This is an optimization exercise on Yosys and OpenROAD, whose aim is small area, a short achievable clock period and few clock cycles, not a production implementation. Function not checked in this run: the RTL went through the layout flow alone. Power is estimated from default activity; no workload was simulated.

`constraint.sdc`:
```
create_clock -name core_clock -period 7.0 [get_ports {CLK}]
set_input_delay 1.4000 -clock core_clock [delete_from_list [all_inputs] [get_ports {CLK}]]
set_output_delay 1.4000 -clock core_clock [all_outputs]
set_load 0.01 [all_outputs]
```
`config.mk`:
```
export PLATFORM = sky130hd
export DESIGN_NAME = mpd_top
export DESIGN_NICKNAME = mpd_top
export VERILOG_FILES = /design/flow/design.v
export SDC_FILE = /design/flow/constraint.sdc
export NUM_CORES = 4
export LEC_CHECK = 0
export CAP_MARGIN = 20
export CORE_MARGIN = 2
export CORE_UTILIZATION = 40
export SLEW_MARGIN = 20
```
`run.sh`:
```
#!/bin/bash
# synth_recipe.tcl (not shown) runs the flow's synth.tcl, then flattens the netlist and writes it again
# the make line also repeats each setting of config.mk as NAME=value (left out here)
make -C /OpenROAD-flow-scripts/flow DESIGN_CONFIG=/design/flow/config.mk WORK_HOME=/design/flow/orfs CLKGATE_MAP_FILE= SYNTH_SCRIPT=/design/flow/synth_recipe.tcl finish
```
`design.v`:
```
`default_nettype none
package mpd_pkg;
  localparam int BYTE_W    = 8;
  localparam int NUM_SLOTS = 4;
  localparam int MEM_DEPTH = 64;
  localparam int HDR_LEN   = 20;
  typedef logic [BYTE_W-1:0]                byte_t;
  typedef logic [$clog2(NUM_SLOTS)-1:0]     slot_t;
  typedef logic [$clog2(MEM_DEPTH)-1:0]     addr_t;
  typedef logic [$clog2(MEM_DEPTH+1)-1:0]   len_t;
  typedef struct packed {
    logic  en;
    logic  first;
    logic  last;
    byte_t data;
  } wr_req_t;
  typedef struct packed {
    logic  en;
    slot_t slot;
    addr_t addr;
  } rd_req_t;
  typedef struct packed {
    logic  en;
    slot_t slot;
  } free_req_t;
  typedef struct packed {
    logic [47:0] dst_mac;
    logic [47:0] src_mac;
    logic [15:0] ether_type;
    logic [47:0] rest;
  } hdr_fields_t;
  typedef union packed {
    hdr_fields_t                fields;
    byte_t [0:HDR_LEN-1]        lanes;
  } hdr_u;
endpackage
`default_nettype wire
`default_nettype none
module mpd_top (
  input  wire logic           CLK,
  input  wire logic           RST_N,
  input  wire logic           rx_valid,
  input  wire mpd_pkg::byte_t rx_data,
  input  wire logic           rx_last,
  output logic                rx_ready,
  input  wire logic           fw_valid,
  input  wire logic           fw_safe,
  output logic                hdr_valid,
  output mpd_pkg::hdr_u       hdr,
  output logic                tx_valid,
  output mpd_pkg::byte_t      tx_data,
  output logic                tx_last
);
  localparam int AW    = 6;
  localparam int DEPTH = 1 << AW;
  localparam int FW    = 2;
  localparam int NFR   = 1 << FW;
  localparam int HL    = mpd_pkg::HDR_LEN;
  typedef logic [AW:0] ptr_t;
  typedef logic [FW:0] fptr_t;
  logic           acc;
  logic           a_infr;      
  ptr_t           ap;          
  fptr_t          fs;          
  logic           s_v;
  logic           s_l;
  mpd_pkg::byte_t s_d;
  assign acc = rx_valid && rx_ready;
  always_ff @(posedge CLK) begin
    s_d <= rx_data;
    s_l <= rx_last;
  end
  mpd_pkg::byte_t mem [DEPTH];
  ptr_t           wp;
  logic           w_infr;      
  logic [4:0]     hcnt;
  logic [4:0]     hidx;
  logic           w_first;
  assign w_first = !w_infr;
  assign hidx    = w_first ? 5'd0 : hcnt;
  always_ff @(posedge CLK) begin
    if (s_v)
      mem[wp[AW-1:0]] <= s_d;
  end
  always_ff @(posedge CLK) begin
    for (int i = 0; i < HL; i++) begin
      if (s_v && hidx == 5'(i))
        hdr.lanes[i] <= s_d;
      else if (s_v && w_first)
        hdr.lanes[i] <= '0;
    end
  end
  ptr_t  fq_end  [NFR];
  logic  fq_safe [NFR];
  fptr_t fwp;                  
  fptr_t fdp;                  
  fptr_t frp;                  
  always_ff @(posedge CLK) begin
    if (s_v && s_l)
      fq_end[fwp[FW-1:0]] <= wp + 1'b1;
    if (fw_valid)
      fq_safe[fdp[FW-1:0]] <= fw_safe;
  end
  ptr_t  rp;
  ptr_t  rp_inc;
  ptr_t  cur_end;
  ptr_t  head_end;
  logic  head_safe;
  logic  head_rdy;
  logic  busy;
  logic  last_now;
  logic  take;
  logic  start;
  logic  send;
  logic  last_byte;
  assign rp_inc    = rp + 1'b1;
  assign head_end  = fq_end[frp[FW-1:0]];
  assign head_safe = fq_safe[frp[FW-1:0]];
  assign head_rdy  = fdp != frp;
  assign last_now  = busy && rp_inc == cur_end;
  assign take      = head_rdy && (!busy || last_now);
  assign start     = take && head_safe && !busy;
  assign send      = busy || start;
  assign last_byte = busy ? last_now : rp_inc == head_end;
  always_ff @(posedge CLK) begin
    tx_data <= mem[rp[AW-1:0]];
  end
  ptr_t  ap_n;
  fptr_t fs_n;
  logic  a_infr_n;
  ptr_t  used_n;
  fptr_t nfr_n;
  assign ap_n     = ap + ptr_t'(acc);
  assign fs_n     = fs + fptr_t'(acc && !a_infr);
  assign a_infr_n = acc ? !rx_last : a_infr;
  assign used_n   = ap_n - rp;
  assign nfr_n    = fs_n - frp;
  always_ff @(posedge CLK or negedge RST_N) begin
    if (!RST_N) begin
      rx_ready  <= 1'b0;
      a_infr    <= 1'b0;
      ap        <= '0;
      fs        <= '0;
      s_v       <= 1'b0;
      wp        <= '0;
      w_infr    <= 1'b0;
      hcnt      <= '0;
      hdr_valid <= 1'b0;
      fwp       <= '0;
      fdp       <= '0;
      frp       <= '0;
      rp        <= '0;
      cur_end   <= '0;
      busy      <= 1'b0;
      tx_valid  <= 1'b0;
      tx_last   <= 1'b0;
    end else begin
      ap     <= ap_n;
      fs     <= fs_n;
      a_infr <= a_infr_n;
      s_v    <= acc;
      rx_ready <= used_n != ptr_t'(DEPTH) && (a_infr_n || nfr_n != fptr_t'(NFR));
      if (s_v) begin
        wp     <= wp + 1'b1;
        w_infr <= !s_l;
        hcnt   <= (hidx == 5'(HL)) ? hidx : hidx + 1'b1;
        if (s_l)
          fwp <= fwp + 1'b1;
      end
      hdr_valid <= s_v && s_l;
      if (fw_valid)
        fdp <= fdp + 1'b1;
      if (take)
        frp <= frp + 1'b1;
      if (take && !head_safe)
        rp <= head_end;
      else if (send)
        rp <= rp_inc;
      if (take && head_safe) begin
        cur_end <= head_end;
        busy    <= !(start && last_byte);
      end else if (last_now) begin
        busy    <= 1'b0;
      end
      tx_valid <= send;
      tx_last  <= send && last_byte;
    end
  end
endmodule
`default_nettype wire
```
==> run summary <==
==> synthesized netlist by cell type, types with 3 or more instances <==
master,count
or3_1,3
dfrtp_1,52
a221oi_1,16
buf_2,16
buf_1,8
mux2i_1,33
o32ai_1,5
o211ai_1,5
nand4_1,5
or4b_1,5
o21ai_0,27
inv_1,21
nor3_1,7
nand3b_1,3
o2bb2ai_1,4
dfxtp_1,17
a22oi_1,7
ha_1,28
nor2_1,98
and3_1,56
edfxtp_1,704
xnor2_1,26
mux2_2,10
nor2b_1,6
nand3_1,18
nand2_1,41
and2_1,121
xor2_1,20
clkbuf_1,62
nor4_1,5
mux4_2,152
a21oi_1,6
==> area by class of cell <==
| cell class | instances | area (sq um) | area share [%] |
|---|---|---|---|
| Clock inverter | 36 | 384 | 1.06 |
| Inverter | 23 | 86.3 | 0.239 |
| Timing Repair Buffer | 205 | 2020 | 5.58 |
| Multi-Input combinational cell | 738 | 7420 | 20.5 |
| Tap cell | 978 | 1220 | 3.38 |
| Sequential cell | 773 | 22800 | 63.1 |
| Clock buffer | 107 | 2220 | 6.14 |
==> final timing paths <==
kind | cells past startpoint | endpoint | slack, ns | startpoint
setup / recovery | 7 | cur_end[2]$_DFFE_PN0P_ | 3.30 | rp[1]$_DFFE_PN0P_
hold / removal | 1 | fs[2]$_DFF_PN0_ | 0.47 | fs[2]$_DFF_PN0_
setup reg to reg | 7 | cur_end[2]$_DFFE_PN0P_ | 3.30 | rp[1]$_DFFE_PN0P_
hold reg to reg | 1 | fs[2]$_DFF_PN0_ | 0.47 | fs[2]$_DFF_PN0_
max in group asynchronous | 2 | rp[0]$_DFFE_PN0P_ | 5.51 | RST_N
min in group asynchronous | 2 | hcnt[0]$_DFFE_PN0P_ | 0.89 | RST_N
==> where the power goes <==
part           switching (mW)  leakage (nW)  internal, mW
Combinational            2.00          3.71          1.74
Sequential              0.441          7.20          5.50
Clock                    1.70          1.27          2.51
==> sequential cells by signal, summed over array words and instances (netlist names), 2 cells and up <==
signal / count
mem: 512
hdr: 160
fq_end: 28
s_d: 8
tx_data: 8
ap: 7
cur_end: 7
rp: 7
wp: 7
hcnt: 5
fq_safe: 4
fdp: 3
frp: 3
fs: 3
fwp: 2
==> logic make-up (layout without fill, tap and decap cells) <==
family | count (synthesis) | in the layout | synth area share (%)
buffers and inverters | 111 | 371 | 1.47
muxes | 195 | 195 | 12.6
xor gates and xnor gates | 50 | 50 | 1.59
adders and majority gates | 28 | 28 | 1.14
and+or+nand+nor | 380 | 380 | 6.75
AOI/OAI and AO/OA | 85 | 85 | 2.04
DFF | 773 | 773 | 74.4
==> worst max-delay path: stages, from the launching register on <==
cell and delay, ns:
dfrtp_4 1.11, ha_1 0.41, nand3_1 0.19, or3_4 0.41, xor3_1 0.28, a41oi_4 0.33
nor3_4 0.46, mux2_2 0.38
==> per-layer routing <==
layer / vias to the layer above / track usage (%) / wire [um]
li1: 6793 / - / -
met1: 8087 / 24.2 / 29000
met2: 512 / 30.2 / 35200
met3: 108 / 4.37 / 5270
met4: 0 / 5.40 / 1670
met5: - / 0 / 0
==> stage by stage <==
step	cell area [sq um]	worst slack, ns	std cells	total power, mW
after floorplan	30600	3.50	1622	8.49
after global placement	33500	2.86	2716	9.76
after detailed placement	33500	2.85	2716	9.81
after CTS	36100	3.19	2859	14.0
after global routing	36200	3.04	2860	14.5
final	36200	3.30	2860	13.9
==> results.sh <==
export IMPL_die_h_um=281
export IMPL_insertion_delay_ns=0.63
export IMPL_drc_errors=0
export IMPL_layout_common_cells="edfxtp_1 (704), clkdlybuf4s50_1 (184), mux4_2 (152), and2_1 (121), nor2_1 (97)"
export IMPL_dpl_hpwl_mm=42.1
export IMPL_cts_sink_count=773
export IMPL_drive_above_1_share_pct=16.6
export IMPL_nets=1862
export IMPL_drtPass1Iterations=5
export IMPL_post_route_min_period_ns=3.70
export IMPL_yosys_warnings=1
export IMPL_num_fill_cells=6317
export IMPL_ys_seq_elements=773
export IMPL_totalWireLength_mm=71.1
export IMPL_synth_top_flop_cell="edfxtp_1"
export IMPL_synthesis_nets=1664
export IMPL_ctsHoldBuffers=0
export IMPL_mostFrequentLayoutCell="edfxtp_1"
export IMPL_grt_max_degree=85
export IMPL_avgSynthCellArea_sq_um=18.9
export IMPL_synth_area_leaders="edfxtp_1 (69%), mux4_2 (11%), dfrtp_1 (4.2%)"
export IMPL_p_leak_nw=12.2
export IMPL_initial_core_util_pct=40.4
export IMPL_final_util_pct=47.7
export IMPL_grt_overflow=0
export IMPL_synthesis_instances=1622
export IMPL_chipWidth_um=281
export IMPL_synth_top_cell_area_share_pct=69.0
export IMPL_end_kind="register"
export IMPL_crit_required_ns=7.49
export IMPL_grt_usage_pct=18.3
export IMPL_viasPerCell=5.42
export IMPL_yosysSeqAreaShare_pct=74.4
export IMPL_clk_pin_slew_ns=0.06
export IMPL_root_buffer="clkbuf_16"
export IMPL_worstPathMaxFanout=67
export IMPL_synth_area_sq_mm=0.0306
export IMPL_dieArea_sq_mm=0.0788
export IMPL_path_class="register to register"
export IMPL_clk_path_buf_depth=3
export IMPL_hp_class="register to register"
export IMPL_post_synth_num_cell_types=61
export IMPL_io_pin_count=186
export IMPL_maxCapViolations=0
export IMPL_rows=101
export IMPL_htreeDepth=3
export IMPL_grt_pass1_vias=16000
export IMPL_avgRoutedWirePerCell_um=24.9
export IMPL_final_hold_violation_count=0
export IMPL_max_slew_margin_pct=23.5
export IMPL_antenna_found_initial=0
export IMPL_p_per_area_mw_per_mm2=384
export IMPL_via_count=15500
export IMPL_ir_drop_mv=0.220
export IMPL_timing_final_max_slew_violations=0
export IMPL_rsz0062_at_grt="false"
export IMPL_setup_tns_ns=0
export IMPL_post_cts_setup_buffers=0
export IMPL_finalCritPeriodShare_pct=52.9
export IMPL_io_buffers=185
export IMPL_gp_congestion=0.779
export IMPL_final_antenna_net_count=0
export IMPL_syn_to_final_growth_pct=18.0
export IMPL_outcome="finished clean"
export IMPL_num_antenna_cells=0
export IMPL_tightest_slew_ns=1.15
export IMPL_numCtsBuffers=79
export IMPL_drt_iter0_markers=1220
export IMPL_fp_coreArea_sq_mm=0.0758
export IMPL_timing_hold_ws_ns=0.466
export IMPL_synth_edf_count=704
export IMPL_start_kind="register"
export IMPL_cts_tree="done"
export IMPL_setup_viol=0
export IMPL_post_cts_resized=0
export IMPL_grt_pass1_wl_mm=106
export IMPL_finalClockSkew_ns=0.0300
export IMPL_max_freq_ghz=0.270
export IMPL_yosysTopAreaCell="edfxtp_1"
export IMPL_ys_async_sr_fraction_pct=6.73
export IMPL_crit_arrival_ns=4.19

## separate check: timing with driven ports
The results above use ideal ports. As a check the final layout listed here was re-extracted and re-timed, cells and wires unchanged. Step 1 assumes that a clkbuf_16 drives the clock port and a buf_2 every other input. Step 2 adds t to the input delays and takes it off the output delays; t is the mean of the earliest and latest rising clock arrival at the registers after step 1. Input paths then give back, and output paths get back, about the clock's delay inside the block. Three values: ideal ports, drivers, drivers and shift; two values: the first two.
t (ns): 0.673
setup slack, ns: 3.300 / 3.300 / 2.811
worst hold slack (ns): 0.466 / 0.466 / 0.466
After both steps this run still meets setup and hold. For this run, drivers alone change the setup slack by 0.000 ns; drivers and shift together by -0.489 ns.
